What follows belongs to an exercise in optimizing a design on an open flow for small area, a short achievable clock period and few clock cycles; a production flow would make more cautious choices.
Function was checked by simulation only, so behaviour that the tests miss may differ from the original.
Power figures rest on the tool's default switching activity, not on a simulated workload.

### flow/design.v
`default_nettype none
module axil_bridge_fifo #(
  parameter int W = 32
) (
  input  logic         clk,
  input  logic         clr,       
  input  logic         push,
  input  logic         pop,       
  input  logic [W-1:0] din,
  output logic [W-1:0] head,
  output logic         hv,        
  output logic         room       
);
  logic [W-1:0] mem_q [7];
  logic [W-1:0] head_q;
  logic [2:0]   wp_q, rp_q, mcnt_q;
  logic         hv_q, room_q;
  logic         pop_e, mem_nz, m2h, d2m, hv_d;
  logic [2:0]   mcnt_d;
  assign pop_e  = pop && hv_q;
  assign mem_nz = (mcnt_q != 3'd0);
  assign m2h    = pop_e && mem_nz;
  assign d2m    = push && hv_q && !(pop_e && !mem_nz);
  assign hv_d   = m2h || push || (hv_q && !pop_e);
  assign mcnt_d = mcnt_q + {2'b00, d2m} - {2'b00, m2h};
  always_ff @(posedge clk) begin
    if (mcnt_q != 3'd7) mem_q[wp_q] <= din;
    if (m2h)                head_q <= mem_q[rp_q];
    else if (!hv_q || pop_e) head_q <= din;
  end
  always_ff @(posedge clk) begin
    if (clr) begin
      wp_q   <= '0;
      rp_q   <= '0;
      mcnt_q <= '0;
      hv_q   <= 1'b0;
      room_q <= 1'b1;
    end else begin
      if (d2m) wp_q <= (wp_q == 3'd6) ? 3'd0 : wp_q + 3'd1;
      if (m2h) rp_q <= (rp_q == 3'd6) ? 3'd0 : rp_q + 3'd1;
      mcnt_q <= mcnt_d;
      hv_q   <= hv_d;
      room_q <= !(hv_d && mcnt_d == 3'd7);
    end
  end
  assign head = head_q;
  assign hv   = hv_q;
  assign room = room_q;
endmodule
module axi_lite_multi_channel_stream_bridge #(
  parameter int NUM_CHANNELS = 4,
  parameter int WORD_WIDTH   = 32,
  parameter int FIFO_DEPTH   = 8,
  parameter int ADDR_WIDTH   = 8
) (
  input  logic                               S_AXI_ACLK,
  input  logic                               S_AXI_ARESETN,
  input  logic [ADDR_WIDTH-1:0]              s_axi_awaddr,
  input  logic [2:0]                         s_axi_awprot,
  input  logic                               s_axi_awvalid,
  output logic                               s_axi_awready,
  input  logic [31:0]                        s_axi_wdata,
  input  logic [3:0]                         s_axi_wstrb,
  input  logic                               s_axi_wvalid,
  output logic                               s_axi_wready,
  output logic [1:0]                         s_axi_bresp,
  output logic                               s_axi_bvalid,
  input  logic                               s_axi_bready,
  input  logic [ADDR_WIDTH-1:0]              s_axi_araddr,
  input  logic [2:0]                         s_axi_arprot,
  input  logic                               s_axi_arvalid,
  output logic                               s_axi_arready,
  output logic [31:0]                        s_axi_rdata,
  output logic [1:0]                         s_axi_rresp,
  output logic                               s_axi_rvalid,
  input  logic                               s_axi_rready,
  output logic [NUM_CHANNELS*WORD_WIDTH-1:0] tx_data,
  output logic [NUM_CHANNELS-1:0]            tx_valid,
  input  logic [NUM_CHANNELS-1:0]            tx_ready,
  input  logic [NUM_CHANNELS*WORD_WIDTH-1:0] rx_data,
  input  logic [NUM_CHANNELS-1:0]            rx_valid,
  output logic [NUM_CHANNELS-1:0]            rx_ready,
  output logic                               array_enable,
  input  logic                               array_halted
);
  localparam logic [1:0] RESP_OKAY   = 2'b00;
  localparam logic [1:0] RESP_SLVERR = 2'b10;
  localparam logic [1:0] RESP_DECERR = 2'b11;
  logic rst;
  assign rst = !S_AXI_ARESETN;
  logic        awready_q, wready_q, bvalid_q;
  logic [1:0]  bresp_q;
  logic [5:0]  awidx_q;
  logic [31:0] wdata_q;
  logic        wstrb0_q, ctrl_q, enable_q, flush;
  logic [NUM_CHANNELS-1:0] txpush_q, txpush_d;
  logic        aw_hs, w_hs, complete;
  logic [5:0]  widx;
  logic [1:0]  wresp;
  logic [NUM_CHANNELS-1:0] tx_hv, tx_room, rx_hv, rx_room, rxpop_q, rxpop_d;
  logic [WORD_WIDTH-1:0]   rx_head [NUM_CHANNELS];
  assign aw_hs    = s_axi_awvalid && awready_q;
  assign w_hs     = s_axi_wvalid && wready_q;
  assign complete = (aw_hs || !awready_q) && (w_hs || !wready_q) && !bvalid_q;
  assign widx     = awready_q ? s_axi_awaddr[7:2] : awidx_q;
  always_comb begin
    wresp = RESP_DECERR;
    if (widx[3:2] == 2'b00) begin
      case (widx[5:4])
        2'b00:   wresp = RESP_OKAY;
        2'b01:   wresp = tx_room[widx[1:0]] ? RESP_OKAY : RESP_SLVERR;
        2'b10:   wresp = RESP_OKAY;
        default: wresp = RESP_DECERR;
      endcase
    end
  end
  always_comb begin
    for (int c = 0; c < NUM_CHANNELS; c++)
      txpush_d[c] = complete && (widx == (6'h10 + 6'(c))) && tx_room[c];
  end
  always_ff @(posedge S_AXI_ACLK) begin
    if (rst) begin
      awready_q <= 1'b1;
      wready_q  <= 1'b1;
      bvalid_q  <= 1'b0;
      txpush_q  <= '0;
      ctrl_q    <= 1'b0;
      enable_q  <= 1'b0;
    end else begin
      if (aw_hs) awready_q <= 1'b0;
      if (w_hs)  wready_q  <= 1'b0;
      if (complete) bvalid_q <= 1'b1;
      if (bvalid_q && s_axi_bready) begin
        bvalid_q  <= 1'b0;
        awready_q <= 1'b1;
        wready_q  <= 1'b1;
      end
      txpush_q <= txpush_d;
      ctrl_q   <= complete && (widx == 6'd0);
      if (ctrl_q && wstrb0_q) enable_q <= wdata_q[0];
    end
  end
  always_ff @(posedge S_AXI_ACLK) begin
    if (complete) bresp_q <= wresp;
    if (awready_q) awidx_q <= s_axi_awaddr[7:2];
    if (wready_q) begin
      wdata_q  <= s_axi_wdata;
      wstrb0_q <= s_axi_wstrb[0];
    end
  end
  assign flush = ctrl_q && wstrb0_q && wdata_q[1];
  assign s_axi_awready = awready_q;
  assign s_axi_wready  = wready_q;
  assign s_axi_bvalid  = bvalid_q;
  assign s_axi_bresp   = bresp_q;
  assign array_enable  = enable_q;
  generate
    for (genvar c = 0; c < NUM_CHANNELS; c++) begin : g_ch
      axil_bridge_fifo #(.W(WORD_WIDTH)) u_tx (
        .clk (S_AXI_ACLK),
        .clr (rst || flush),
        .push(txpush_q[c]),
        .pop (tx_ready[c]),
        .din (wdata_q[WORD_WIDTH-1:0]),
        .head(tx_data[c*WORD_WIDTH +: WORD_WIDTH]),
        .hv  (tx_hv[c]),
        .room(tx_room[c])
      );
      axil_bridge_fifo #(.W(WORD_WIDTH)) u_rx (
        .clk (S_AXI_ACLK),
        .clr (rst || flush),
        .push(rx_valid[c] && rx_room[c]),
        .pop (rxpop_q[c]),
        .din (rx_data[c*WORD_WIDTH +: WORD_WIDTH]),
        .head(rx_head[c]),
        .hv  (rx_hv[c]),
        .room(rx_room[c])
      );
    end
  endgenerate
  assign tx_valid = tx_hv;
  assign rx_ready = rx_room;
  logic        arready_q, rvalid_q;
  logic [1:0]  rresp_q, rresp_d;
  logic [31:0] rdata_q, rdata_d;
  logic [5:0]  ridx;
  logic        ar_hs;
  assign ar_hs = s_axi_arvalid && arready_q;
  assign ridx  = s_axi_araddr[7:2];
  always_comb begin
    rresp_d = RESP_DECERR;
    rdata_d = '0;
    rxpop_d = '0;
    if (ridx[3:2] == 2'b00) begin
      case (ridx[5:4])
        2'b00: begin
          rresp_d = RESP_OKAY;
          case (ridx[1:0])
            2'd0:    rdata_d[0] = enable_q;
            2'd1:    rdata_d[2:0] = {|rx_hv, |tx_hv, array_halted};
            2'd2:    rdata_d[NUM_CHANNELS-1:0] = ~tx_room;
            default: rdata_d[NUM_CHANNELS-1:0] = ~rx_hv;
          endcase
        end
        2'b01: rresp_d = RESP_OKAY;
        2'b10: begin
          rresp_d = rx_hv[ridx[1:0]] ? RESP_OKAY : RESP_SLVERR;
          for (int c = 0; c < NUM_CHANNELS; c++)
            if (ridx[1:0] == 2'(c) && rx_hv[c]) begin
              rdata_d    = rx_head[c];
              rxpop_d[c] = ar_hs;
            end
        end
        default: rresp_d = RESP_DECERR;
      endcase
    end
  end
  always_ff @(posedge S_AXI_ACLK) begin
    if (rst) begin
      arready_q <= 1'b1;
      rvalid_q  <= 1'b0;
      rxpop_q   <= '0;
    end else begin
      rxpop_q <= rxpop_d;
      if (ar_hs) begin
        arready_q <= 1'b0;
        rvalid_q  <= 1'b1;
      end
      if (rvalid_q && s_axi_rready) begin
        rvalid_q  <= 1'b0;
        arready_q <= 1'b1;
      end
    end
  end
  always_ff @(posedge S_AXI_ACLK) begin
    if (arready_q) begin
      rdata_q <= rdata_d;
      rresp_q <= rresp_d;
    end
  end
  assign s_axi_arready = arready_q;
  assign s_axi_rvalid  = rvalid_q;
  assign s_axi_rresp   = rresp_q;
  assign s_axi_rdata   = rdata_q;
  logic unused;
  assign unused = ^{s_axi_awprot, s_axi_arprot, s_axi_wstrb[3:1],
                    s_axi_awaddr[1:0], s_axi_araddr[1:0]};
endmodule
`default_nettype wire
### flow/run.sh
#!/bin/bash
# synth_recipe.tcl (not shown) runs the flow's synth.tcl, then flattens the netlist and writes it again
# the make line also repeats each setting of config.mk as NAME=value (left out here)
make -C /OpenROAD-flow-scripts/flow DESIGN_CONFIG=/design/flow/config.mk WORK_HOME=/design/flow/orfs CLKGATE_MAP_FILE= SYNTH_SCRIPT=/design/flow/synth_recipe.tcl finish
### flow/config.mk
export PLATFORM = sky130hd
export DESIGN_NAME = axi_lite_multi_channel_stream_bridge
export DESIGN_NICKNAME = axi_lite_multi_channel_stream_bridge
export VERILOG_FILES = /design/flow/design.v
export SDC_FILE = /design/flow/constraint.sdc
export NUM_CORES = 4
export LEC_CHECK = 0
export ABC_CLOCK_PERIOD_IN_PS = 2000
export CAP_MARGIN = 20
export CORE_MARGIN = 2
export CORE_UTILIZATION = 45
export PLACE_DENSITY = 0.6
export SETUP_SLACK_MARGIN = 3.0
export SLEW_MARGIN = 20
### flow/constraint.sdc
create_clock -name core_clock -period 5.0 [get_ports {S_AXI_ACLK}]
set_input_delay 1.0000 -clock core_clock [delete_from_list [all_inputs] [get_ports {S_AXI_ACLK}]]
set_output_delay 1.0000 -clock core_clock [all_outputs]
set_load 0.01 [all_outputs]
==> run notes, run 1 <==
Finish-stage setup viols 0; drt pass-1 iters 5; fill count 15100; Gate power share 0.040; total grt overflow 0; Netlist cell types between 50 and 60; CP arrival 1.63 ns; cts hold-fix bufs 0; P_leak 33.2 nW; cell-internal power 0.0312 W; initial core utilization 0.452; Syn. warnings 3; DR vias 46100; row count about 160; dpl hpwl 126 mm; hold_ws 0.500 ns; drt via density 5.53; Final Util 0.538; Sequential Power Share 0.540; RR Startpoint g_ch[1].u_tx.mcnt_q[0]$_SDFF_PP0_; Routed Antenna Nets 0; drt initial violations 3747; Mapped Area around 87000 um2; DR WL/cell 26.6 um; net count after synthesis between 5000 and 6000; first-pass GRT wire length 318 mm; post-synthesis average cell area 17.4 um2; Worst path max stage delay about 0.55 ns; Worst Path Buf+Inv 1; antenna violations before repair 40; Setup crit end kind output pin; vias in the first global route 45100; Worst R2R Setup Slack roughly 2.8 ns; Clock Power Share 0.420; cell count along the critical path 1; Post-synth EDFFs 2117; Data required, critical path 4.00 ns; CTS tree yes; Clock Tree Buf Depth 3; commonest non-fill, non-tap cell in the layout edfxtp_1; Yosys top cell area share 0.731; Synth area leader edfxtp_1; pwr dens 383 nW/um2; die height between 400 and 500 um; layout cells sized above 1 0.231; Die W 444 um; maximum vdd drop 389 uV; Switch Pwr 0.00846 W; crit path from g_ch[3].u_tx.head_q[7]$_DFFE_PP_; Worst Path Max Fanout 1; Least-Margin Pin Slew 0.982 ns; fmax 0.380 GHz; H-tree depth 4; Reg2Reg Depth 7; Worst Setup Start Kind flop; sw frac 0.214; DRC viols 0; Crit-path slowest cell edfxtp_1; Clock Tree Root clkbuf_16; Crit path max-delay family flip-flops; Post-Route Skew 0.0355 ns; Hold Crit Class reg2reg; Die ar. 197000 um2; maxcap violations 0; CTS buffer count between 200 and 250; worst-skew pair later-pin latency around 0.9 ns; FF+latch count, synth 2250; Post-synth ARST share 0; Max-slew headroom 0.345; R2R Path End g_ch[1].u_tx.room_q$_SDFF_PP1_; clock transition at the registers of the reported paths around 0.06 ns; PortBufs ~370; status timing/DRC/antenna clean; commonest cells after routing, fill and taps aside 2117 x edfxtp_1, 585 x nand2_1, 518 x mux2i_1; total I/O pin count 380; Final period util 0.527; unrepaired setup endpoints after global routing true; fin crit period 2.63 ns; Most used DFF post-synth edfxtp_1; Seq/Total Area, Yosys 0.761; Crit Path Category reg2out; clk sinks around 2300; Area Growth Syn to Fin 19.0%; global placement routability congestion 0.814; Worst Setup EP tx_data[103]; overall routing resource usage 0.223; total power 0.0396 W; final wirelength 222 mm; final slew viol count 0; Syn Inst Count 4995; critical path cell sequence buf_6; largest net degree at the start of global routing 68; top post-synthesis cells by area edfxtp_1 73%, mux4_2 6.7%, mux2i_1 6.0%; Core ar. 192000 um2; final hold vios 0; Final nets 5829; Final TNS setup 0 ns
## power groups by stage
| stage | registers [W] | logic, W | clock network, W |
|---|---|---|---|
| after global routing | 0.0214 | 0.00171 | 0.0177 |
| after floorplan | 0.0218 | 0.000567 | 0 |
| after detailed placement | 0.0218 | 0.00163 | 0 |
| after global placement | 0.0218 | 0.00159 | 0 |
| final | 0.0214 | 0.00158 | 0.0167 |
| after CTS | 0.0214 | 0.00159 | 0.0170 |
## metal layers
metal,up-vias,GRT usage,routed length (um)
li1,20700,-,-
met1,23700,0.283,87700
met2,1305,0.387,114000
met3,334,0.0376,12100
met4,32,0.0771,7650
met5,-,0,189
## metrics by stage
step | cells | instance area [um2] | worst slack, ns
6_report | 8339 | 104000 | 2.37
3_3_place_gp | 7740 | 94600 | 1.30
4_1_cts | 8298 | 103000 | 2.25
2_1_floorplan | 4995 | 87900 | 2.51
3_5_place_dp | 7740 | 94600 | 1.26
5_1_grt | 8332 | 104000 | 2.32
## logic make-up after synthesis
family	synth area share
flip-flops	0.761
AND/OR/NAND/NOR	0.0416
multiplexers	0.127
AO/OA/AOI/OAI	0.0467
buffers and inverters	0.0186
XOR/XNOR	0.00161
adder cells (fa/ha/maj)	0.00299
## synth_stat cells (all sizes together), types with 2 or more instances
cell type,instances
edfxtp,2117
nand2,597
o21ai,545
mux2i,519
mux4,258
buf,147
clkbuf,145
dfxtp,133
a21oi,87
nor2,87
a22oi,59
inv,40
nand2b,35
and3,26
nand3,25
nor3,25
a311oi,15
xnor2,12
or3,11
and2,10
o211ai,10
a31oi,9
fa,8
ha,8
nor2b,7
nand4,6
mux2,5
nand4b,5
and4,4
o31ai,4
or4b,4
xor2,4
a211oi,3
a22o,3
nand3b,2
nand4bb,2
nor4,2
o311a,2
o311ai,2
o32ai,2
or2,2
## state kept, by name, indices dropped and copies added (netlist names), 6 cells and up, named ones only
| signal | count |
|---|---|
| g_ch.u_rx.mem_q | 896 |
| g_ch.u_tx.mem_q | 896 |
| g_ch.u_rx.head_q | 128 |
| g_ch.u_tx.head_q | 128 |
| rdata_q | 32 |
| wdata_q | 32 |
| g_ch.u_rx.mcnt_q | 12 |
| g_ch.u_rx.rp_q | 12 |
| g_ch.u_rx.wp_q | 12 |
| g_ch.u_tx.mcnt_q | 12 |
| g_ch.u_tx.rp_q | 12 |
| g_ch.u_tx.wp_q | 12 |
| awidx_q | 6 |
## how the worst min path moves through the flow
stage / from / end / cells after the start
6_report: g_ch[2].u_rx.rp_q[2]$_SDFFE_PP0P_ / flop / 2
5_1_grt: txpush_q[3]$_SDFF_PN0_ / g_ch[3].u_tx.hv_q$_SDFF_PP0_ / 2
4_1_cts: g_ch[2].u_rx.rp_q[2]$_SDFFE_PP0P_ / flop / 2
3_5_place_dp: enable_q$_SDFFE_PN0P_ / enable_q$_SDFFE_PN0P_ / 2
3_3_place_gp: enable_q$_SDFFE_PN0P_ / enable_q$_SDFFE_PN0P_ / 2
2_1_floorplan: txpush_q[0]$_SDFF_PN0_ / g_ch[0].u_tx.hv_q$_SDFF_PP0_ / 2
## layout make-up
type,instances,area (um2),area share
Clock buffer,296,6030,0.0582
Timing Repair Buffer,672,5970,0.0577
Antenna cell,10,25.0,0.000242
Sequential cell,2250,66400,0.641
Clock inverter,125,1290,0.0124
Inverter,40,165,0.00159
Multi-Input combinational cell,2420,20500,0.198
Tap cell,2526,3160,0.0305
## what timing repair did
action / in CTS / in global routing
pin swaps: 49 / 19
setup endpoints to repair: 818 / 348
buffers inserted: 130 / 31
resized for setup: 918 / 57
gates cloned: 7 / 0
Testbench counts, summed over its fixed seeds: cycles 4,814.
==> inputs of run 2 (changes only) <==
--- a/flow/design.v
+++ b/flow/design.v
@@ -12,35 +12,53 @@
   output logic         room       
 );
   logic [W-1:0] mem_q [7];
-  logic [W-1:0] head_q;
-  logic [2:0]   wp_q, rp_q, mcnt_q;
+  logic [W-1:0] head_q, head_nxt;
+  logic [2:0]   wp_q, rp_q;
+  logic [6:0]   occ_q, occ_d;
   logic         hv_q, room_q;
-  logic         pop_e, mem_nz, m2h, d2m, hv_d;
-  logic [2:0]   mcnt_d;
-  assign pop_e  = pop && hv_q;
-  assign mem_nz = (mcnt_q != 3'd0);
-  assign m2h    = pop_e && mem_nz;
-  assign d2m    = push && hv_q && !(pop_e && !mem_nz);
-  assign hv_d   = m2h || push || (hv_q && !pop_e);
-  assign mcnt_d = mcnt_q + {2'b00, d2m} - {2'b00, m2h};
+  logic         pop_e, mem_nz, m2h, d2m, hv_d, head_ld;
+  assign pop_e   = pop && hv_q;
+  assign mem_nz  = occ_q[0];
+  assign m2h     = pop_e && mem_nz;
+  assign d2m     = push && hv_q && !(pop_e && !mem_nz);
+  assign hv_d    = m2h || push || (hv_q && !pop_e);
+  assign head_ld = m2h || !hv_q || pop_e;
+  always_comb begin
+    occ_d = occ_q;
+    if (d2m && !m2h) occ_d = {occ_q[5:0], 1'b1};
+    if (m2h && !d2m) occ_d = {1'b0, occ_q[6:1]};
+  end
+  logic [2:0] hsel;
+  assign hsel = m2h ? rp_q : 3'd7;
+  always_comb begin
+    case (hsel)
+      3'd0: head_nxt = mem_q[0];
+      3'd1: head_nxt = mem_q[1];
+      3'd2: head_nxt = mem_q[2];
+      3'd3: head_nxt = mem_q[3];
+      3'd4: head_nxt = mem_q[4];
+      3'd5: head_nxt = mem_q[5];
+      3'd6: head_nxt = mem_q[6];
+      default: head_nxt = din;
+    endcase
+  end
   always_ff @(posedge clk) begin
-    if (mcnt_q != 3'd7) mem_q[wp_q] <= din;
-    if (m2h)                head_q <= mem_q[rp_q];
-    else if (!hv_q || pop_e) head_q <= din;
+    if (!occ_q[6]) mem_q[wp_q] <= din;
+    if (head_ld) head_q <= head_nxt;
   end
   always_ff @(posedge clk) begin
     if (clr) begin
       wp_q   <= '0;
       rp_q   <= '0;
-      mcnt_q <= '0;
+      occ_q  <= '0;
       hv_q   <= 1'b0;
       room_q <= 1'b1;
     end else begin
       if (d2m) wp_q <= (wp_q == 3'd6) ? 3'd0 : wp_q + 3'd1;
       if (m2h) rp_q <= (rp_q == 3'd6) ? 3'd0 : rp_q + 3'd1;
-      mcnt_q <= mcnt_d;
+      occ_q  <= occ_d;
       hv_q   <= hv_d;
-      room_q <= !(hv_d && mcnt_d == 3'd7);
+      room_q <= !(hv_d && occ_d[6]);
     end
   end
   assign head = head_q;
@@ -233,10 +251,8 @@
     end
   end
   always_ff @(posedge S_AXI_ACLK) begin
-    if (arready_q) begin
-      rdata_q <= rdata_d;
-      rresp_q <= rresp_d;
-    end
+    rdata_q <= ({32{arready_q}} & rdata_d) | ({32{!arready_q}} & rdata_q);
+    rresp_q <= ({2{arready_q}} & rresp_d) | ({2{!arready_q}} & rresp_q);
   end
   assign s_axi_arready = arready_q;
   assign s_axi_rvalid  = rvalid_q;
--- a/flow/config.mk
+++ b/flow/config.mk
@@ -5,10 +5,11 @@
 export SDC_FILE = /design/flow/constraint.sdc
 export NUM_CORES = 4
 export LEC_CHECK = 0
-export ABC_CLOCK_PERIOD_IN_PS = 2000
 export CAP_MARGIN = 20
 export CORE_MARGIN = 2
-export CORE_UTILIZATION = 45
-export PLACE_DENSITY = 0.6
+export CORE_UTILIZATION = 70
+export CTS_CLUSTER_DIAMETER = 80
+export CTS_CLUSTER_SIZE = 25
+export PLACE_DENSITY = 0.8
 export SETUP_SLACK_MARGIN = 3.0
 export SLEW_MARGIN = 20
==> run 2 against run 1 <==
Power down 17%. Critical path depth unchanged. Synthesized cell count up 7.7%. Critical path type unchanged. Synthesized area hardly changed. Die area fell by 35%. Global-route usage grew 14 points.
==> run notes, run 2 <==
synth cell count leaders 2117 x edfxtp_1, 358 x nand2_1, 270 x nor2_1 (was 2117 x edfxtp_1, 597 x nand2_1, 519 x mux2i_1); Syn. warnings 3 (unchanged); CTS buffer count 103 (was 227); net count after synthesis 5597 (was 5213); antenna violations before repair 24 (was 40); Worst path max stage delay 0.56 ns (was 0.55 ns); Finish-stage setup viols 0 (unchanged); maximum vdd drop 341 uV (was 389 uV); drt initial violations 9059 (was 3747); Reg2Reg Depth 5 (was 7); fin crit period 2.51 ns (was 2.63 ns); Routed Antenna Nets 0 (unchanged); unrepaired setup endpoints after global routing true (unchanged); layout cells sized above 1 0.214 (was 0.231); top post-synthesis cells by area edfxtp_1 73%, dfxtp_1 3.2%, mux2_2 2.1% (was edfxtp_1 73%, mux4_2 6.7%, mux2i_1 6.0%); Yosys top cell area share 0.730 (was 0.731); fmax 0.399 GHz (was 0.380 GHz); first-pass GRT wire length 336 mm (was 318 mm); status timing/DRC/antenna clean (unchanged); vias in the first global route 51100 (was 45100); total grt overflow 0 (unchanged); RR Startpoint g_ch[0].u_rx.hv_q$_SDFF_PP0_ (was g_ch[1].u_tx.mcnt_q[0]$_SDFF_PP0_); Worst Path Buf+Inv 1 (unchanged); drt pass-1 iters 10 (was 5); total I/O pin count 380 (unchanged); Crit path max-delay family flip-flops (unchanged); pre-CTS WS 1.03 ns (was 1.26 ns); commonest non-fill, non-tap cell in the layout edfxtp_1 (unchanged); fill count 6053 (was 15100); Least-Margin Pin Slew 1.08 ns (was 0.982 ns); H-tree depth 3 (was 4); CTS tree yes (unchanged); Clock Tree Buf Depth 3 (unchanged); Netlist cell types 80 (was 58); Die ar. 127000 um2 (was 197000 um2); Worst Path Max Fanout 1 (unchanged); post-synthesis average cell area 16.2 um2 (was 17.4 um2); final slew viol count 0 (unchanged); Setup crit end kind output pin (unchanged); Area Growth Syn to Fin 15.3% (was 19.0%); Final period util 0.501 (was 0.527); DR WL/cell 31.3 um (was 26.6 um); Synth area leader edfxtp_1 (unchanged); pwr dens 326 nW/um2 (was 383 nW/um2); Worst Setup EP s_axi_rdata[0] (was tx_data[103]); overall routing resource usage 0.362 (was 0.223); cts hold-fix bufs 0 (unchanged); worst-skew pair later-pin latency 0.73 ns (was 0.90 ns); Max-slew headroom 0.280 (was 0.345); Mapped Area 87100 um2 (was 87000 um2); Final nets 6096 (was 5829); clk sinks 2258 (was 2250); final hold vios 0 (unchanged); die height 357 um (was 444 um); maxcap violations 0 (unchanged); Most used DFF post-synth edfxtp_1 (unchanged); Data required, critical path 4.00 ns (about the same); final worst setup slack 2.49 ns (was 2.37 ns); cell count along the critical path 1 (unchanged); final wirelength 238 mm (was 222 mm); critical path cell sequence buf_2 (was buf_6); Worst R2R Setup Slack 2.93 ns (was 2.79 ns); P_leak 31.9 nW (was 33.2 nW); commonest cells after routing, fill and taps aside 2117 x edfxtp_1, 347 x nand2_1, 258 x a21oi_1 (was 2117 x edfxtp_1, 585 x nand2_1, 518 x mux2i_1); Post-synth ARST share 0 (unchanged); Syn Inst Count 5379 (was 4995); PortBufs 366 (unchanged); CP arrival 1.51 ns (was 1.63 ns); Clock Tree Root clkbuf_16 (unchanged); Hold Crit Class reg2reg (unchanged); initial core utilization 0.704 (was 0.452); row count 129 (was 161); Final TNS setup 0 ns (unchanged); Crit-path slowest cell edfxtp_1 (unchanged); cell with the most instances after synthesis edfxtp_1 (unchanged); global placement routability congestion 0.900 (was 0.814); clock transition at the registers of the reported paths 0.09 ns (was 0.06 ns); biggest regs g_ch.u_rx.mem_q x896, g_ch.u_tx.mem_q x896 (unchanged); Seq/Total Area, Yosys 0.762 (was 0.761); DR vias 53900 (was 46100); DRC viols 0 (unchanged); Worst Setup Start Kind flop (unchanged); Post-Route Skew 0.0246 ns (was 0.0355 ns); Crit Path Category reg2out (unchanged); largest net degree at the start of global routing 76 (was 68); drt via density 7.09 (was 5.53); Core ar. 124000 um2 (was 192000 um2); FF+latch count, synth 2258 (was 2250); dpl hpwl 130 mm (was 126 mm); Die W 357 um (was 444 um); Post-synth EDFFs 2117 (unchanged)
[run 2: cell count changes in the layout (fill, tap and decap cells not counted), moves of 154 or more]
cell     previous run  this run
mux4_2            258        41
o21ai_0           447       118
mux2i_1           518       169
nand2_1           585       347
mux2_2              5       159
nor2_1             45       245
a21oi_1            85       258
[run 2: timing repair]
item	in CTS	in global routing
pin swaps	64	30
buffers inserted	152	50
gates resized for setup	1112	153
endpoints found under the setup margin	1191	904
cloned	40	14
[run 2: through the flow]
stage	hold slack (ns)	cell area [um2]	power [W]	std cells	util
4_1_cts	0.511	99000	0.0326	7524	0.801
2_1_floorplan	0.445	88700	0.0224	5379	-
3_3_place_gp	0.465	93200	0.0233	7153	0.754
5_1_grt	0.527	100000	0.0335	7595	0.812
6_report	0.517	100000	0.0327	7600	0.812
3_5_place_dp	0.473	93300	0.0234	7154	0.754
[run 2: how the worst min path moves through the flow]
stage                                   startpoint                           end  slack [ns]  cells past startpoint
finish                          awidx_q[2]$_DFF_P_            awidx_q[2]$_DFF_P_        0.52                      1
global route        g_ch[3].u_tx.room_q$_SDFF_PP1_        txpush_q[3]$_SDFF_PN0_        0.53                      1
CTS                              ctrl_q$_SDFF_PN0_         enable_q$_SDFFE_PN0P_        0.51                      2
detailed placement              awidx_q[2]$_DFF_P_            awidx_q[2]$_DFF_P_        0.47                      1
global placement                awidx_q[2]$_DFF_P_            awidx_q[2]$_DFF_P_        0.46                      1
floorplan                   txpush_q[1]$_SDFF_PN0_  g_ch[1].u_tx.hv_q$_SDFF_PP0_        0.44                      2
[run 2: logic make-up after synthesis]
kind of cell	count (synthesis)	share of synthesized area
and+or+nand+nor	1061	0.0579
adders and majority gates	16	0.00230
DFF	2258	0.762
muxes	388	0.0531
AOI/OAI and AO/OA	1243	0.103
buffers and inverters	413	0.0213
[run 2: cell type report]
type                       instances  area [um2]  area share
tap                             1637        2050      0.0204
sequential                      2258       66500       0.663
clock inverter                    18         168     0.00167
antenna                           12        30.0    0.000299
multi-input combinational       2740       21200       0.212
inverter                          45         219     0.00218
timing repair buffer             730        7290      0.0726
clock buffer                     160        2900      0.0288
[run 2: per-layer routing]
layer / track usage / wire length [um] / share of wire / vias to the layer above
met4: 0.188 / 14400 / 0.061 / 24
met3: 0.0823 / 30000 / 0.13 / 675
met2: 0.573 / 114000 / 0.48 / 4074
met1: 0.478 / 79800 / 0.34 / 26700
li1: - / - / - / 22500
met5: 0 / 150 / 0.00063 / -
[run 2: report_power, final]
group	switching (W)	internal, W	total (W)
sequential	0.000227	0.0212	0.0214
clock	0.00561	0.00411	0.00972
combinational	0.00102	0.000571	0.00159
Testbench counts of run 2, summed over its fixed seeds: cycles 4,814.
==> inputs of run 3 (changes only) <==
==> flow/flow/run.sh (new file) <==
#!/bin/bash
# Own layout flow: the standard ORFS flow (standard.sh, unchanged synthesis)
# with two placement/CTS options changed:
#  - ports buffered with buf_2 instead of the default delay-cell buffer.
# Every tool's output goes to logs in this folder (standard_flow.log, orfs/logs).
set -euo pipefail
cat >> config.mk <<'EOC'
export CTS_ARGS = -sink_clustering_enable -repair_clock_nets -dont_use_dummy_load -sink_clustering_size 25 -sink_clustering_max_diameter 80
export BUFFER_PORTS_ARGS = -buffer_cell sky130_fd_sc_hd__buf_2
EOC
bash standard.sh > standard_flow.log 2>&1
==> flow/standard.sh (new file) <==
#!/bin/bash
# synth_recipe.tcl (not shown) runs the flow's synth.tcl, then flattens the netlist and writes it again
# the make line also repeats each setting of config.mk as NAME=value (left out here)
make -C /OpenROAD-flow-scripts/flow DESIGN_CONFIG=/design/flow/config.mk WORK_HOME=/design/flow/orfs CLKGATE_MAP_FILE= SYNTH_SCRIPT=/design/flow/synth_recipe.tcl "${@:-finish}"
--- a/flow/config.mk
+++ b/flow/config.mk
@@ -13,3 +13,5 @@
 export PLACE_DENSITY = 0.8
 export SETUP_SLACK_MARGIN = 3.0
 export SLEW_MARGIN = 20
+export CTS_ARGS = -sink_clustering_enable -repair_clock_nets -dont_use_dummy_load -sink_clustering_size 25 -sink_clustering_max_diameter 80
+export BUFFER_PORTS_ARGS = -buffer_cell sky130_fd_sc_hd__buf_2
removed: flow/run.sh
==> run 3 against run 2 <==
Routed wire length shrank 3.5%. Synthesized area is the same. Utilization shrank 2.0 points. Clock-buffer cell count shrank 58. Critical path depth is the same. Largest power group unchanged. Sequential power is essentially flat. Worst hold slack lost 0.070 ns. Largest cell class unchanged. Power shrank 2.6%. Non-clock buffer count shrank 5. First-iteration DRC count shrank 6.1%. Combinational power shrank 8%.
==> run notes, run 3 <==
hold_ws 0.446 ns (was 0.517 ns); CTS tree yes (unchanged); met3 wire length 27.6 mm (was 30.0 mm); biggest regs g_ch.u_rx.mem_q x896, g_ch.u_tx.mem_q x896 (unchanged); Post-synth ARST share 0 (unchanged); fill count 6488 (was 6053); Crit-path slowest cell edfxtp_1 (unchanged); Worst Path Buf+Inv 1 (unchanged); Max-slew headroom 0.300 (was 0.280); Syn Inst Count 5379 (unchanged); final hold vios 0 (unchanged); clk sinks 2258 (unchanged); Netlist cell types 80 (unchanged); post-synthesis average cell area 16.2 um2 (unchanged); overall routing resource usage 0.353 (was 0.362); total I/O pin count 380 (unchanged); unrepaired setup endpoints after global routing true (unchanged); row count 129 (unchanged); final wirelength 230 mm (was 238 mm); fin crit period 2.44 ns (was 2.51 ns); drt via density 7.03 (was 7.09); initial core utilization 0.704 (unchanged); critical path cell sequence buf_2 (unchanged); Most used DFF post-synth edfxtp_1 (unchanged); Yosys top cell area share 0.730 (unchanged); Crit path max-delay family flip-flops (unchanged); Post-synth EDFFs 2117 (unchanged); commonest cells after routing, fill and taps aside 2117 x edfxtp_1, 348 x nand2_1, 328 x buf_2 (was 2117 x edfxtp_1, 347 x nand2_1, 258 x a21oi_1); drt pass-1 iters 9 (was 10); vias in the first global route 50500 (was 51100); DR WL/cell 30.5 um (was 31.3 um); Crit Path Category reg2out (unchanged); Placed Instance Area 91400 um2 (was 93300 um2); DR vias 53000 (was 53900); global placement routability congestion 0.870 (was 0.900); die height 357 um (unchanged); CTS buffer count 102 (was 103); Worst path max stage delay 0.53 ns (was 0.56 ns); net count after synthesis 5597 (unchanged); Data required, critical path 4.00 ns (about the same); Die W 357 um (unchanged); Worst Path Max Fanout 1 (unchanged); layout cells sized above 1 0.233 (was 0.214); Final nets 6086 (was 6096); Clock Tree Root clkbuf_16 (unchanged); fmax 0.410 GHz (was 0.399 GHz); Core ar. 124000 um2 (unchanged); cts hold-fix bufs 0 (unchanged); Die ar. 127000 um2 (unchanged); worst-skew pair later-pin latency 0.73 ns (about the same); DRC viols 0 (unchanged); Area Growth Syn to Fin 12.6% (was 15.3%); Setup crit end kind output pin (unchanged); first-pass GRT wire length 328 mm (was 336 mm); Routed Antenna Nets 0 (unchanged); antenna violations before repair 45 (was 24); P_leak 31.4 nW (was 31.9 nW); Finish-stage setup viols 0 (unchanged); Final TNS setup 0 ns (unchanged); final slew viol count 0 (unchanged); final instance area 98000 um2 (was 100000 um2); H-tree depth 3 (unchanged); pwr dens 325 nW/um2 (was 326 nW/um2); DR top layer met5 (unchanged); synth cell count leaders 2117 x edfxtp_1, 358 x nand2_1, 270 x nor2_1 (unchanged); Least-Margin Pin Slew 1.05 ns (was 1.08 ns); dpl hpwl 129 mm (was 130 mm); Post-Route Skew 0.0431 ns (was 0.0246 ns); FF+latch count, synth 2258 (unchanged); PortBufs 366 (unchanged); Worst Setup Start Kind flop (unchanged); CP arrival 1.44 ns (was 1.51 ns); DR WL met2 109 mm (was 114 mm); Hold Crit Class in2reg (was reg2reg); Final Util 0.793 (was 0.812); largest net degree at the start of global routing 67 (was 76); maxcap violations 0 (unchanged); total power 0.0319 W (was 0.0327 W); Synth area leader edfxtp_1 (unchanged); top post-synthesis cells by area edfxtp_1 73%, dfxtp_1 3.2%, mux2_2 2.1% (unchanged); clock transition at the registers of the reported paths 0.10 ns (was 0.09 ns); status timing/DRC/antenna clean (unchanged); Mapped Area 87100 um2 (unchanged); Clock Tree Buf Depth 3 (unchanged); total grt overflow 0 (unchanged); maximum vdd drop 366 uV (was 341 uV); Syn. warnings 3 (unchanged); Final period util 0.488 (was 0.501); commonest non-fill, non-tap cell in the layout edfxtp_1 (unchanged); wl on met1 77.9 mm (was 79.8 mm); Seq/Total Area, Yosys 0.762 (unchanged); drt initial violations 8506 (was 9059); cell with the most instances after synthesis edfxtp_1 (unchanged)
[run 3: changes by cell type in the layout (fill, tap and decap cells not counted), moves of 15 or more]
| cell | before | now |
|---|---|---|
| clkdlybuf4s50_1 | 176 | 0 |
| diode_2 | 12 | 28 |
| buf_2 | 137 | 328 |
| a31oi_1 | 60 | 79 |
| a31oi_4 | 17 | 2 |
| clkbuf_1 | 51 | 0 |
[run 3: through the flow]
| step | instances | worst slack (ns) |
|---|---|---|
| after floorplan | 5379 | 2.77 |
| after global placement | 7147 | 1.57 |
| after detailed placement | 7147 | 1.49 |
| after CTS | 7428 | 2.55 |
| after global routing | 7514 | 2.53 |
| final | 7531 | 2.56 |
[run 3: cell families (layout without fill, tap and decap cells)]
group | after synthesis | count (layout) | synth area share
AND/OR/NAND/NOR | 1061 | 1086 | 0.0579
flip-flops | 2258 | 2258 | 0.762
buffers and inverters | 413 | 872 | 0.0213
multiplexers | 388 | 388 | 0.0531
adder cells (fa/ha/maj) | 16 | 16 | 0.00230
AO/OA/AOI/OAI | 1243 | 1246 | 0.103
other | 0 | 28 | 0
[run 3: report_power, final]
part	total, W	leakage (nW)	switching [W]	internal (W)
Combinational	0.00146	9.09	0.000967	0.000488
Sequential	0.0214	21.0	0.000243	0.0212
Clock	0.00898	1.26	0.00534	0.00364
[run 3: area by class of cell]
type | count | area [um2] | area share
antenna | 28 | 70.1 | 0.000715
sequential | 2258 | 66500 | 0.679
tap | 1637 | 2050 | 0.0209
inverter | 45 | 213 | 0.00217
timing repair buffer | 725 | 5920 | 0.0604
clock buffer | 102 | 2550 | 0.0260
multi-input combinational | 2736 | 20700 | 0.211
[run 3: what timing repair did]
action / in CTS / in global routing
endpoints found under the setup margin: 1113 / 1057
setup buffers: 150 / 64
cloned: 29 / 7
resized for setup: 261 / 115
pin swaps: 46 / 32
[run 3: routing by layer]
layer / up-vias / GRT usage
met4: 38 / 0.196
met3: 654 / 0.0701
li1: 22400 / -
met2: 3729 / 0.558
met1: 26200 / 0.468
met5: - / 0
[run 3: path summary, 6_finish.rpt]
path / start / to / slack [ns] / cells after the start
hold reg to reg: awidx_q[3]$_DFF_P_ / awidx_q[3]$_DFF_P_ / 0.50 / 1
setup / recovery: g_ch[3].u_tx.head_q[27]$_DFFE_PP_ / tx_data[123] / 2.56 / 1
setup reg to reg: g_ch[3].u_rx.hv_q$_SDFF_PP0_ / g_ch[3].u_rx.head_q[3]$_DFFE_PP_ / 2.87 / 6
hold / removal: s_axi_wstrb[0] / wstrb0_q$_DFFE_PP_ / 0.45 / 1
==> inputs of run 4 (changes only) <==
--- a/flow/config.mk
+++ b/flow/config.mk
@@ -11,7 +11,7 @@
 export CTS_CLUSTER_DIAMETER = 80
 export CTS_CLUSTER_SIZE = 25
 export PLACE_DENSITY = 0.8
-export SETUP_SLACK_MARGIN = 3.0
+export SETUP_SLACK_MARGIN = 2.8
 export SLEW_MARGIN = 20
 export CTS_ARGS = -sink_clustering_enable -repair_clock_nets -dont_use_dummy_load -sink_clustering_size 25 -sink_clustering_max_diameter 80
 export BUFFER_PORTS_ARGS = -buffer_cell sky130_fd_sc_hd__buf_2
==> run 4 against run 3 <==
Still clean. Maximum frequency decreased by 0.61%. Register-to-register slack worse by 0.04 ns. Combinational power decreased by 8%. Power shrank 0.35%. Routed wire length fell by 5.9%. Non-clock buffer count down 141. Sequential power about the same. Cell count down 2.1%. First-iteration DRC count is 5.5% lower. Critical path depth did not move. Sequential cell count is the same. Utilization shrank 2.1 points. Critical endpoint is now s_axi_rdata[27]. Highest routed layer unchanged.
==> run notes, run 4 <==
drt initial violations 8035 (was 8506); status timing/DRC/antenna clean (unchanged); final instance area 95400 um2 (was 98000 um2); Endpoint, Worst Hold wdata_q[31]$_DFFE_PP_ (was wstrb0_q$_DFFE_PP_); RR Startpoint g_ch[1].u_rx.rp_q[0]$_SDFFE_PP0N_ (was g_ch[3].u_rx.hv_q$_SDFF_PP0_); Setup crit end kind output pin (unchanged); critical path cell sequence buf_2 (unchanged); antenna violations before repair 45 (unchanged); DR vias 51100 (was 53000); initial core utilization 0.704 (unchanged); fmax 0.407 GHz (was 0.410 GHz); clock transition at the registers of the reported paths 0.10 ns (about the same); Syn. warnings 3 (unchanged); row count 129 (unchanged); Mapped Area 87100 um2 (unchanged); clk sinks 2258 (unchanged); cell with the most instances after synthesis edfxtp_1 (unchanged); Netlist cell types 80 (unchanged); maxcap violations 0 (unchanged); Clock Tree Root clkbuf_16 (unchanged); Seq/Total Area, Yosys 0.762 (unchanged); cts hold-fix bufs 0 (unchanged); synth cell count leaders 2117 x edfxtp_1, 358 x nand2_1, 270 x nor2_1 (unchanged); hold path cells 1 (unchanged); Post-Route Skew 0.0411 ns (was 0.0431 ns); FF+latch count, synth 2258 (unchanged); dpl hpwl 128 mm (was 129 mm); total power 0.0317 W (was 0.0319 W); Final TNS setup 0 ns (unchanged); R2R Path End g_ch[1].u_rx.head_q[13]$_DFFE_PP_ (was g_ch[3].u_rx.head_q[3]$_DFFE_PP_); PortBufs 366 (unchanged); hold_ws 0.460 ns (was 0.446 ns); die height 357 um (unchanged); total grt overflow 0 (unchanged); drt via density 6.93 (was 7.03); fin crit period 2.46 ns (was 2.44 ns); Least-Margin Pin Slew 1.13 ns (was 1.05 ns); Die W 357 um (unchanged); Final period util 0.491 (was 0.488); drt pass-1 iters 10 (was 9); Hold Startpoint s_axi_wdata[31] (was s_axi_wstrb[0]); Clock Tree Buf Depth 3 (unchanged); Yosys top cell area share 0.730 (unchanged); biggest regs g_ch.u_rx.mem_q x896, g_ch.u_tx.mem_q x896 (unchanged); maximum vdd drop 446 uV (was 366 uV); DR WL/cell 29.3 um (was 30.5 um); commonest non-fill, non-tap cell in the layout edfxtp_1 (unchanged); area of the multi-input gates 20000 um2 (was 20700 um2); pwr dens 333 nW/um2 (was 325 nW/um2); final wirelength 216 mm (was 230 mm); Finish-stage setup viols 0 (unchanged); Routed Antenna Nets 0 (unchanged); Post-synth ARST share 0 (unchanged); worst-skew pair later-pin latency 0.72 ns (was 0.73 ns); Synth area leader edfxtp_1 (unchanged); register area 66500 um2 (about the same); net count after synthesis 5597 (unchanged); Placed Instance Area 91200 um2 (was 91400 um2); Hold Crit Class in2reg (unchanged); fill count 6770 (was 6488); Most used DFF post-synth edfxtp_1 (unchanged); Crit path max-delay family flip-flops (unchanged); cell count along the critical path 1 (unchanged); largest net degree at the start of global routing 64 (was 67); commonest cells after routing, fill and taps aside 2117 x edfxtp_1, 354 x nand2_1, 335 x buf_2 (was 2117 x edfxtp_1, 348 x nand2_1, 328 x buf_2); overall routing resource usage 0.334 (was 0.353); Area Growth Syn to Fin 9.53% (was 12.6%); CTS tree yes (unchanged); Worst R2R Setup Slack 2.83 ns (was 2.87 ns); Data required, critical path 4.00 ns (about the same); global placement routability congestion 0.923 (was 0.870); Worst Path Max Fanout 1 (unchanged); unrepaired setup endpoints after global routing true (unchanged); Worst path max stage delay 0.53 ns (about the same); vias in the first global route 48800 (was 50500); Post-synth EDFFs 2117 (unchanged); final slew viol count 0 (unchanged); Core ar. 124000 um2 (unchanged); Reg2Reg Depth 6 (unchanged); CP arrival 1.46 ns (was 1.44 ns); Crit Path Category reg2out (unchanged); layout cells sized above 1 0.198 (was 0.233); total I/O pin count 380 (unchanged); Worst Setup Start Kind flop (unchanged); Final Util 0.771 (was 0.793); top post-synthesis cells by area edfxtp_1 73%, dfxtp_1 3.2%, mux2_2 2.1% (unchanged); first-pass GRT wire length 313 mm (was 328 mm); Worst Path Buf+Inv 1 (unchanged); Max-slew headroom 0.243 (was 0.300); Syn Inst Count 5379 (unchanged); CTS buffer count 102 (unchanged); DRC viols 0 (unchanged); H-tree depth 3 (unchanged); P_leak 30.3 nW (was 31.4 nW); Die ar. 127000 um2 (unchanged); final hold vios 0 (unchanged); Crit-path slowest cell edfxtp_1 (unchanged); Final nets 5930 (was 6086); post-synthesis average cell area 16.2 um2 (unchanged)
-- run 4: routing by layer --
metal / vias to the layer above / track usage / wire (um) / share of wire
met4: 30 / 0.147 / 10200 / 0.047
met1: 25300 / 0.452 / 75800 / 0.35
li1: 22000 / - / - / -
met2: 3321 / 0.536 / 105000 / 0.48
met5: - / 0 / 191 / 0.00088
met3: 453 / 0.0676 / 25500 / 0.12
-- run 4: per-stage QoR --
step | setup WS [ns] | std cells
5_1_grt | 2.51 | 7358
4_1_cts | 2.54 | 7332
6_report | 2.54 | 7371
3_3_place_gp | 1.74 | 7163
3_5_place_dp | 1.67 | 7166
2_1_floorplan | 2.37 | 5379
-- run 4: repair_timing --
| action | 4_1_cts | 5_1_grt |
|---|---|---|
| pin swaps | 19 | 5 |
| setup buffers | 53 | 12 |
| gates resized for setup | 162 | 61 |
| cloned | 11 | 2 |
| setup endpoints to repair | 732 | 527 |
-- run 4: power breakdown --
group | leakage (nW) | internal [W] | switching [W]
clock | 1.26 | 0.00364 | 0.00531
combinational | 8.02 | 0.000451 | 0.000893
sequential | 21.0 | 0.0212 | 0.000268
-- run 4: worst max path at each step --
stage                                                 start                            endpoint  slack, ns
after floorplan           g_ch[1].u_rx.wp_q[2]$_SDFFE_PP0P_  g_ch[1].u_rx.mem_q[5][0]$_DFFE_PP_       2.37
after global placement                          tx_ready[2]   g_ch[2].u_tx.head_q[29]$_DFFE_PP_       1.74
after detailed placement                        tx_ready[2]    g_ch[2].u_tx.head_q[8]$_DFFE_PP_       1.67
after CTS                                              flop                      s_axi_rdata[4]       2.54
after global routing                                   flop                      s_axi_rdata[4]       2.51
final                                                  flop                     s_axi_rdata[27]       2.54
-- run 4: final cells by class --
class,count,area share
Multi-Input combinational cell,2720,0.209
Clock buffer,102,0.0268
Inverter,45,0.00195
Sequential cell,2258,0.697
Tap cell,1637,0.0215
Timing Repair Buffer,584,0.0424
Antenna cell,24,0.000630
Timing Repair inverter,1,0.0000787
-- run 4: cell families after synthesis --
family,Yosys count,share of synthesized area
multiplexers,388,0.0531
adder cells (fa/ha/maj),16,0.00230
flip-flops,2258,0.762
AND/OR/NAND/NOR,1061,0.0579
buffers and inverters,413,0.0213
AO/OA/AOI/OAI,1243,0.103
==> inputs of run 5 (changes only) <==
--- a/flow/design.v
+++ b/flow/design.v
@@ -63,6 +63,48 @@
   end
   assign head = head_q;
   assign hv   = hv_q;
+  assign room = room_q;
+endmodule
+module axil_bridge_rxfifo #(
+  parameter int W = 32
+) (
+  input  logic         clk,
+  input  logic         clr,       
+  input  logic         push,      
+  input  logic         pop,       
+  input  logic [W-1:0] din,
+  output logic [W-1:0] head,
+  output logic         hv,        
+  output logic         room       
+);
+  logic [W-1:0] mem_q [8];
+  logic [2:0]   wp_q, rp_q;
+  logic [7:0]   occ_q, occ_d;
+  logic         pop_e, room_q;
+  assign pop_e = pop && occ_q[0];
+  always_comb begin
+    occ_d = occ_q;
+    if (push && !pop_e) occ_d = {occ_q[6:0], 1'b1};
+    if (pop_e && !push) occ_d = {1'b0, occ_q[7:1]};
+  end
+  always_ff @(posedge clk) begin
+    if (!occ_q[7]) mem_q[wp_q] <= din;
+  end
+  always_ff @(posedge clk) begin
+    if (clr) begin
+      wp_q  <= '0;
+      rp_q  <= '0;
+      occ_q  <= '0;
+      room_q <= 1'b1;
+    end else begin
+      if (push)  wp_q <= wp_q + 3'd1;
+      if (pop_e) rp_q <= rp_q + 3'd1;
+      occ_q  <= occ_d;
+      room_q <= !occ_d[7];
+    end
+  end
+  assign head = mem_q[rp_q];
+  assign hv   = occ_q[0];
   assign room = room_q;
 endmodule
 module axi_lite_multi_channel_stream_bridge #(
@@ -184,7 +226,7 @@
         .hv  (tx_hv[c]),
         .room(tx_room[c])
       );
-      axil_bridge_fifo #(.W(WORD_WIDTH)) u_rx (
+      axil_bridge_rxfifo #(.W(WORD_WIDTH)) u_rx (
         .clk (S_AXI_ACLK),
         .clr (rst || flush),
         .push(rx_valid[c] && rx_room[c]),
--- a/flow/config.mk
+++ b/flow/config.mk
@@ -11,7 +11,7 @@
 export CTS_CLUSTER_DIAMETER = 80
 export CTS_CLUSTER_SIZE = 25
 export PLACE_DENSITY = 0.8
-export SETUP_SLACK_MARGIN = 2.8
+export SETUP_SLACK_MARGIN = 2.7
 export SLEW_MARGIN = 20
 export CTS_ARGS = -sink_clustering_enable -repair_clock_nets -dont_use_dummy_load -sink_clustering_size 25 -sink_clustering_max_diameter 80
 export BUFFER_PORTS_ARGS = -buffer_cell sky130_fd_sc_hd__buf_2
==> run 5 against run 4 <==
Clock power is 0.9% lower. Design area down 1.0%. Via count fell by 10%. Sequential power about the same. Power grew 0.79%. Maximum frequency is 2.2% higher. Synthesized cell count down 14%. Worst hold slack worse by 0.0099 ns. Die area fell by 2.1%. Utilization grew 0.60 points. Routed wire length down 7.0%. Global-route usage decreased by 1.6 points. Largest power group unchanged. Still clean. Largest cell class unchanged.
==> run notes, run 5 <==
status timing/DRC/antenna clean (unchanged); layout cells sized above 1 0.231 (was 0.198); Clock Power Share 0.278 (was 0.282); Post-synth ARST share 0 (unchanged); P_leak 29.9 nW (was 30.3 nW); Yosys top cell area share 0.746 (was 0.730); first-pass GRT wire length 290 mm (was 313 mm); final slew viol count 0 (unchanged); final wirelength 201 mm (was 216 mm); Max-slew headroom 0.211 (was 0.243); Worst Setup Start Kind input port (was flop); Setup crit end kind flop (was output pin); largest net degree at the start of global routing 77 (was 64); Final period util 0.480 (was 0.491); biggest regs g_ch.u_rx.mem_q x1024, g_ch.u_tx.mem_q x896, g_ch.u_tx.head_q x128 (was g_ch.u_rx.mem_q x896, g_ch.u_tx.mem_q x896); Post-Route Skew 0.0598 ns (was 0.0411 ns); Syn Inst Count 4642 (was 5379); Sequential Power Share 0.675 (was 0.676); unrepaired setup endpoints after global routing true (unchanged); Mapped Area 85300 um2 (was 87100 um2); drt via density 6.83 (was 6.93); Hold Crit Class in2reg (unchanged); antenna violations before repair 44 (was 45); Most used DFF post-synth edfxtp_1 (unchanged); final worst setup slack 2.60 ns (was 2.54 ns); fill count 6391 (was 6770); DR WL/cell 29.9 um (was 29.3 um); die height 353 um (was 357 um); final instance area 94400 um2 (was 95400 um2); Endpoint, Worst Hold wdata_q[0]$_DFFE_PP_ (was wdata_q[31]$_DFFE_PP_); drt pass-1 iters 7 (was 10); H-tree depth 3 (unchanged); DR vias 46000 (was 51100); Finish-stage setup viols 0 (unchanged); Least-Margin Pin Slew 1.18 ns (was 1.13 ns); global placement routability congestion 0.947 (was 0.923); total grt overflow 0 (unchanged); Die W 353 um (was 357 um); Clock Tree Buf Depth 3 (unchanged); CTS tree yes (unchanged); Worst Path Max Fanout 14 (was 1); pre-CTS WS 1.56 ns (was 1.67 ns); hold_ws 0.450 ns (was 0.460 ns); Switch Pwr 0.00653 W (was 0.00648 W); Area Growth Syn to Fin 10.7% (was 9.53%); Placed Instance Area 90100 um2 (was 91200 um2); net count after synthesis 4868 (was 5597); post-synthesis average cell area 18.4 um2 (was 16.2 um2); Reg with most FFs g_ch.u_rx.mem_q; fin crit period 2.40 ns (was 2.46 ns); total I/O pin count 380 (unchanged); CP arrival 2.86 ns (was 1.46 ns); Final TNS setup 0 ns (unchanged); Largest register FFs 1024; hold path cells 1 (unchanged); maximum vdd drop 360 uV (was 446 uV); clk sinks 2270 (was 2258); Worst R2R Setup Slack 2.68 ns (was 2.83 ns); cell-internal power 0.0255 W (was 0.0253 W); Crit Path Category in2reg (was reg2out); maxcap violations 0 (unchanged); vias in the first global route 44700 (was 48800); Netlist cell types 68 (was 80); cts hold-fix bufs 0 (unchanged); sw frac 0.204 (about the same); clock transition at the registers of the reported paths 0.10 ns (about the same); Final nets 5291 (was 5930); fmax 0.416 GHz (was 0.407 GHz); Gate power share 0.047 (was 0.042); overall routing resource usage 0.318 (was 0.334); Hold Startpoint s_axi_wdata[0] (was s_axi_wdata[31]); Reg2Reg Depth 6 (unchanged); drt initial violations 5999 (was 8035); CTS buffer count 101 (was 102); worst-skew pair later-pin latency 0.73 ns (was 0.72 ns); initial core utilization 0.702 (was 0.704); PortBufs 366 (unchanged); commonest cells after routing, fill and taps aside 2117 x edfxtp_1, 356 x buf_2, 255 x mux2i_1 (was 2117 x edfxtp_1, 354 x nand2_1, 335 x buf_2); Post-synth EDFFs 2117 (unchanged); pwr dens 339 nW/um2 (was 333 nW/um2); FF+latch count, synth 2270 (was 2258); Routed Antenna Nets 0 (unchanged); area of the multi-input gates 18700 um2 (was 20000 um2); Die ar. 125000 um2 (was 127000 um2); commonest non-fill, non-tap cell in the layout edfxtp_1 (unchanged); row count 128 (was 129); crit path from s_axi_araddr[3]; Data required, critical path 5.46 ns (was 4.00 ns); Clock Tree Root clkbuf_16 (unchanged); Core ar. 121000 um2 (was 124000 um2); top post-synthesis cells by area edfxtp_1 75%, mux4_2 4.7%, dfxtp_1 3.6% (was edfxtp_1 73%, dfxtp_1 3.2%, mux2_2 2.1%); DRC viols 0 (unchanged); synth cell count leaders 2117 x edfxtp_1, 272 x mux2i_1, 216 x nor2_1 (was 2117 x edfxtp_1, 358 x nand2_1, 270 x nor2_1); cell with the most instances after synthesis edfxtp_1 (unchanged); final hold vios 0 (unchanged); register area 66700 um2 (was 66500 um2); Syn. warnings 4 (was 3); dpl hpwl 116 mm (was 128 mm); Synth area leader edfxtp_1 (unchanged); Seq/Total Area, Yosys 0.782 (was 0.762)
## run 5: cell count changes in the layout (fill, tap and decap cells not counted), sizes merged, moves of 41 or more
cell,change
a21oi,-79
a222oi,-66
a22o,+49
a22oi,+41
a31oi,-51
mux2,-170
mux2i,+103
mux4,+138
nand2,-156
nor2,-57
o21ai,-108
o22a,-65
## run 5: worst max-delay path: stages
cell and delay, ns:
buf_2 0.31, and3b_1 0.28, nor2_2 0.67, o21ai_0 0.30
a41o_1 0.29
## run 5: logic make-up (layout without fill, tap and decap cells)
logic type,Yosys count,in the layout,synth area share
fa+ha+maj,24,24,0.00352
flops,2270,2270,0.782
compound gates,846,846,0.0752
xor+xnor,16,16,0.00164
other cells,0,37,0
mux,459,459,0.0804
simple gates,715,725,0.0401
buf+inv,312,723,0.0176
## run 5: area by class of cell
type / instances / share of cell area
clock buffer: 101 / 0.0268
multi-input combinational: 2070 / 0.199
antenna: 37 / 0.000981
sequential: 2270 / 0.707
tap: 1625 / 0.0215
inverter: 37 / 0.00168
timing repair buffer: 585 / 0.0435
## run 5: power groups by stage
stage / clock, W / combinational [W] / sequential, W
after floorplan: 0 / 0.000555 / 0.0221
after global placement: 0 / 0.00139 / 0.0220
after detailed placement: 0 / 0.00144 / 0.0220
after CTS: 0.00894 / 0.00148 / 0.0216
after global routing: 0.00955 / 0.00161 / 0.0216
final: 0.00888 / 0.00152 / 0.0216
## run 5: metrics by stage
step,power [W],instances,utilization
4_1_cts,0.0320,6663,0.772
2_1_floorplan,0.0227,4642,-
3_5_place_dp,0.0235,6508,0.742
6_report,0.0320,6725,0.777
3_3_place_gp,0.0234,6506,0.741
5_1_grt,0.0328,6705,0.777
## run 5: what timing repair did
item	4_1_cts	5_1_grt
setup buffers	43	19
gates cloned	11	4
gates resized for setup	135	47
endpoints found under the setup margin	407	284
pin swaps	17	6
## run 5: worst max path at each step
stage | end | slack, ns | depth (start not counted)
after floorplan | g_ch[0].u_tx.mem_q[3][0]$_DFFE_PP_ | 2.20 | 3
after global placement | flop | 1.62 | 5
after detailed placement | g_ch[3].u_tx.head_q[13]$_DFFE_PP_ | 1.56 | 6
after CTS | tx_data[61] | 2.59 | 1
after global routing | s_axi_rdata[2] | 2.56 | 1
final | flop | 2.60 | 5
## run 5: per-layer routing
metal | share of wire | vias up | wire (um) | GRT usage
met5 | 0.00076 | - | 152 | 0
met4 | 0.049 | 24 | 9780 | 0.141
met3 | 0.10 | 378 | 20200 | 0.0620
met2 | 0.49 | 2561 | 98600 | 0.515
met1 | 0.36 | 23400 | 72400 | 0.430
li1 | - | 19600 | - | -
Testbench counts of run 5, summed over its fixed seeds: cycles 4,814.
==> inputs of run 6 (changes only) <==
--- a/flow/config.mk
+++ b/flow/config.mk
@@ -11,7 +11,7 @@
 export CTS_CLUSTER_DIAMETER = 80
 export CTS_CLUSTER_SIZE = 25
 export PLACE_DENSITY = 0.8
-export SETUP_SLACK_MARGIN = 2.7
+export SETUP_SLACK_MARGIN = 3.0
 export SLEW_MARGIN = 20
 export CTS_ARGS = -sink_clustering_enable -repair_clock_nets -dont_use_dummy_load -sink_clustering_size 25 -sink_clustering_max_diameter 80
 export BUFFER_PORTS_ARGS = -buffer_cell sky130_fd_sc_hd__buf_2
==> run 6 against run 5 <==
Design area grew 4.4%. Worst hold slack gained 0.0063 ns. Cell count grew 2.2%. Synthesized area is the same. Combinational power grew 11%. Routed wire length grew 8.4%. Setup slack lost 0.035 ns. First-iteration DRC count grew 15%. Clock-buffer cell count is the same. Critical path type is now reg2out.
==> run notes, run 6 <==
status timing/DRC/antenna clean (unchanged); antenna violations before repair 46 (was 44); fmax 0.410 GHz (was 0.416 GHz); CTS buffer count 101 (unchanged); net count after synthesis 4868 (unchanged); Post-synth ARST share 0 (unchanged); Post-synth EDFFs 2117 (unchanged); Finish-stage setup viols 0 (unchanged); clk sinks 2270 (unchanged); drt via density 6.97 (was 6.83); cell with the most instances after synthesis edfxtp_1 (unchanged); P_leak 31.5 nW (was 29.9 nW); CTS tree yes (unchanged); Clock Power Share 0.277 (was 0.278); Synth area leader edfxtp_1 (unchanged); unrepaired setup endpoints after global routing true (unchanged); Most used DFF post-synth edfxtp_1 (unchanged); Switch Pwr 0.00669 W (was 0.00653 W); Gate power share 0.052 (was 0.047); largest net degree at the start of global routing 38 (was 77); Worst Setup Start Kind flop (was input port); Least-Margin Pin Slew 0.991 ns (was 1.18 ns); synth cell count leaders 2117 x edfxtp_1, 272 x mux2i_1, 216 x nor2_1 (unchanged); Core ar. 121000 um2 (unchanged); row count 128 (unchanged); first-pass GRT wire length 305 mm (was 290 mm); Post-Route Skew 0.0387 ns (was 0.0598 ns); Mapped Area 85300 um2 (unchanged); Routed Antenna Nets 0 (unchanged); Sequential Power Share 0.671 (was 0.675); global placement routability congestion 0.877 (was 0.947); Setup crit end kind output pin (was flop); Clock Tree Root clkbuf_16 (unchanged); Seq/Total Area, Yosys 0.782 (unchanged); Data required, critical path 4.00 ns (was 5.46 ns); final worst setup slack 2.56 ns (was 2.60 ns); final slew viol count 0 (unchanged); Netlist cell types 68 (unchanged); Final Util 0.812 (was 0.777); Syn Inst Count 4642 (unchanged); Final nets 5443 (was 5291); sw frac 0.207 (was 0.204); commonest cells after routing, fill and taps aside 2117 x edfxtp_1, 346 x buf_2, 224 x mux2i_1 (was 2117 x edfxtp_1, 356 x buf_2, 255 x mux2i_1); Placed Cells 6504 (was 6508); hold_ws 0.456 ns (was 0.450 ns); Crit path max-delay family flip-flops (was simple AND/OR/NAND/NOR gates); Hold Crit Class in2reg (unchanged); Syn. warnings 4 (unchanged); pwr dens 327 nW/um2 (was 339 nW/um2); DRC viols 0 (unchanged); H-tree depth 3 (unchanged); worst-skew pair later-pin latency 0.72 ns (was 0.73 ns); CP arrival 1.44 ns (was 2.86 ns); DR WL/cell 31.7 um (was 29.9 um); Worst Path Max Fanout 1 (was 14); clock transition at the registers of the reported paths 0.10 ns (about the same); fin crit period 2.44 ns (was 2.40 ns); total grt overflow 0 (unchanged); maxcap violations 0 (unchanged); Crit-path slowest cell edfxtp_1 (was nor2_2); total I/O pin count 380 (unchanged); biggest regs g_ch.u_rx.mem_q x1024, g_ch.u_tx.mem_q x896, g_ch.u_tx.head_q x128 (unchanged); dpl hpwl 117 mm (was 116 mm); drt initial violations 6922 (was 5999); initial core utilization 0.702 (unchanged); cell-internal power 0.0255 W (about the same); commonest non-fill, non-tap cell in the layout edfxtp_1 (unchanged); overall routing resource usage 0.335 (was 0.318); Largest register FFs 1024 (unchanged); vias in the first global route 46000 (was 44700); post-synthesis average cell area 18.4 um2 (unchanged); Final TNS setup 0 ns (unchanged); Worst Path Buf+Inv 1 (unchanged); Max-slew headroom 0.337 (was 0.211); top post-synthesis cells by area edfxtp_1 75%, mux4_2 4.7%, dfxtp_1 3.6% (unchanged); die height 353 um (unchanged); maximum vdd drop 317 uV (was 360 uV); DR vias 47900 (was 46000); Worst path max stage delay 0.54 ns (was 0.67 ns); Die ar. 125000 um2 (unchanged); Clock Tree Buf Depth 3 (unchanged); layout cells sized above 1 0.304 (was 0.231); Reg with most FFs g_ch.u_rx.mem_q (unchanged); final wirelength 218 mm (was 201 mm); FF+latch count, synth 2270 (unchanged); drt pass-1 iters 9 (was 7); PortBufs 366 (unchanged); cts hold-fix bufs 0 (unchanged); Crit Path Category reg2out (was in2reg); critical path cell sequence buf_2 (was buf_2 > and3b_1 > nor2_2 > o21ai_0 > a41o_1); Final period util 0.487 (was 0.480); final cell count without fillers 6870 (was 6725); final hold vios 0 (unchanged); Area Growth Syn to Fin 15.6% (was 10.7%); Die W 353 um (unchanged); pre-CTS WS 1.55 ns (was 1.56 ns); Yosys top cell area share 0.746 (unchanged)
==> run 6: cell count changes in the layout (fill, tap and decap cells not counted), moves of 20 or more <==
cell and change:
dfxtp_1 -22, buf_6 +67, buf_4 +24, a21oi_1 -25, a221oi_1 -69, mux2i_4 +20
mux2i_1 -31, buf_12 +43, a221oi_2 +69, a22oi_1 -25, a22oi_2 +25
==> run 6: final timing paths <==
| check | startpoint | endpoint | slack, ns | cells after the start |
|---|---|---|---|---|
| max reg2reg | flop | flop | 2.70 | 7 |
| min reg2reg | g_ch[0].u_rx.rp_q[1]$_SDFFE_PP0P_ | flop | 0.48 | 2 |
| min | s_axi_wdata[31] | wdata_q[31]$_DFFE_PP_ | 0.46 | 1 |
| max | flop | s_axi_rdata[30] | 2.56 | 1 |
==> run 6: per-stage QoR <==
step | total power [W] | area, um2
3_5_place_dp | 0.0235 | 90900
3_3_place_gp | 0.0234 | 90800
4_1_cts | 0.0321 | 96900
6_report | 0.0322 | 98500
5_1_grt | 0.0330 | 98500
2_1_floorplan | 0.0227 | 87500
==> run 6: cell families (layout without fill, tap and decap cells) <==
logic type	count (synthesis)	count (layout)	share of synthesized area
xor+xnor	16	16	0.00164
simple gates	715	728	0.0401
compound gates	846	846	0.0752
mux	459	459	0.0804
buf+inv	312	872	0.0176
flops	2270	2270	0.782
other cells	0	30	0
fa+ha+maj	24	24	0.00352
==> run 6: layer usage <==
layer	up-vias	routed length, um	global-route usage	share of wire
met1	24200	74800	0.451	0.34
met4	36	9960	0.139	0.046
li1	19900	-	-	-
met2	3260	108000	0.546	0.50
met5	-	234	0	0.0011
met3	479	24500	0.0689	0.11
==> run 6: area by class of cell <==
| class | instances | area [um2] |
|---|---|---|
| multi-input cells | 2073 | 20600 |
| diodes | 30 | 75.1 |
| flip-flops and latches | 2270 | 66800 |
| clock buffers | 101 | 2530 |
| inverters | 37 | 214 |
| fillers | 5700 | 22900 |
| well taps | 1625 | 2030 |
| repair buffers | 734 | 6360 |
==> run 6: power by group through the flow <==
stage                     registers [W]  logic [W]  clock network, W
after detailed placement         0.0220    0.00148                 0
after floorplan                  0.0221   0.000584                 0
after CTS                        0.0216    0.00161           0.00892
after global placement           0.0220    0.00142                 0
after global routing             0.0217    0.00177           0.00956
final                            0.0216    0.00169           0.00893
==> run 6: what timing repair did <==
action | CTS | global route
pin swaps | 77 | 73
setup endpoints to repair | 1292 | 960
gates cloned | 24 | 9
resized for setup | 376 | 156
buffers inserted | 139 | 63

-- separate check: timing with driven ports --
The results above use ideal ports. As a check the final layouts listed here were re-extracted and re-timed, cells and wires unchanged.
Step 1 (the two cells are an assumption about what drives the block):
set clk [get_ports {S_AXI_ACLK}]
set_driving_cell -lib_cell sky130_fd_sc_hd__clkbuf_16 $clk
set_driving_cell -lib_cell sky130_fd_sc_hd__buf_2 [delete_from_list [all_inputs] $clk]
Step 2 times the ports against the registers' clock, not the clock port: input delays grow and output delays shrink by t, the midpoint of the rising clock arrivals with the driver on.
Slacks: ideal / step 1 / step 2; pairs: ideal / step 1.
| run | t (ns) | setup slack, ns | cell pins on the clock port's net |
|---|---|---|---|
| run 1 | 0.961 | 2.366 / 2.280 / 1.929 | 1 |
| run 2 | 0.801 | 2.495 / 2.414 / 2.116 | 1 |
| run 3 | 0.793 | 2.560 / 2.476 / 2.046 | 1 |
| run 4 | 0.780 | 2.545 / 2.464 / 1.994 | 1 |
| run 5 | 0.775 | 2.598 / 2.523 / 1.873 | 1 |
| run 6 | 0.782 | 2.563 / 2.481 / 2.043 | 1 |
After both steps setup and hold are still met in every run listed. The setup slack of run 5, which loses most, moves by -0.075 ns with the drivers and by -0.725 ns with both steps.
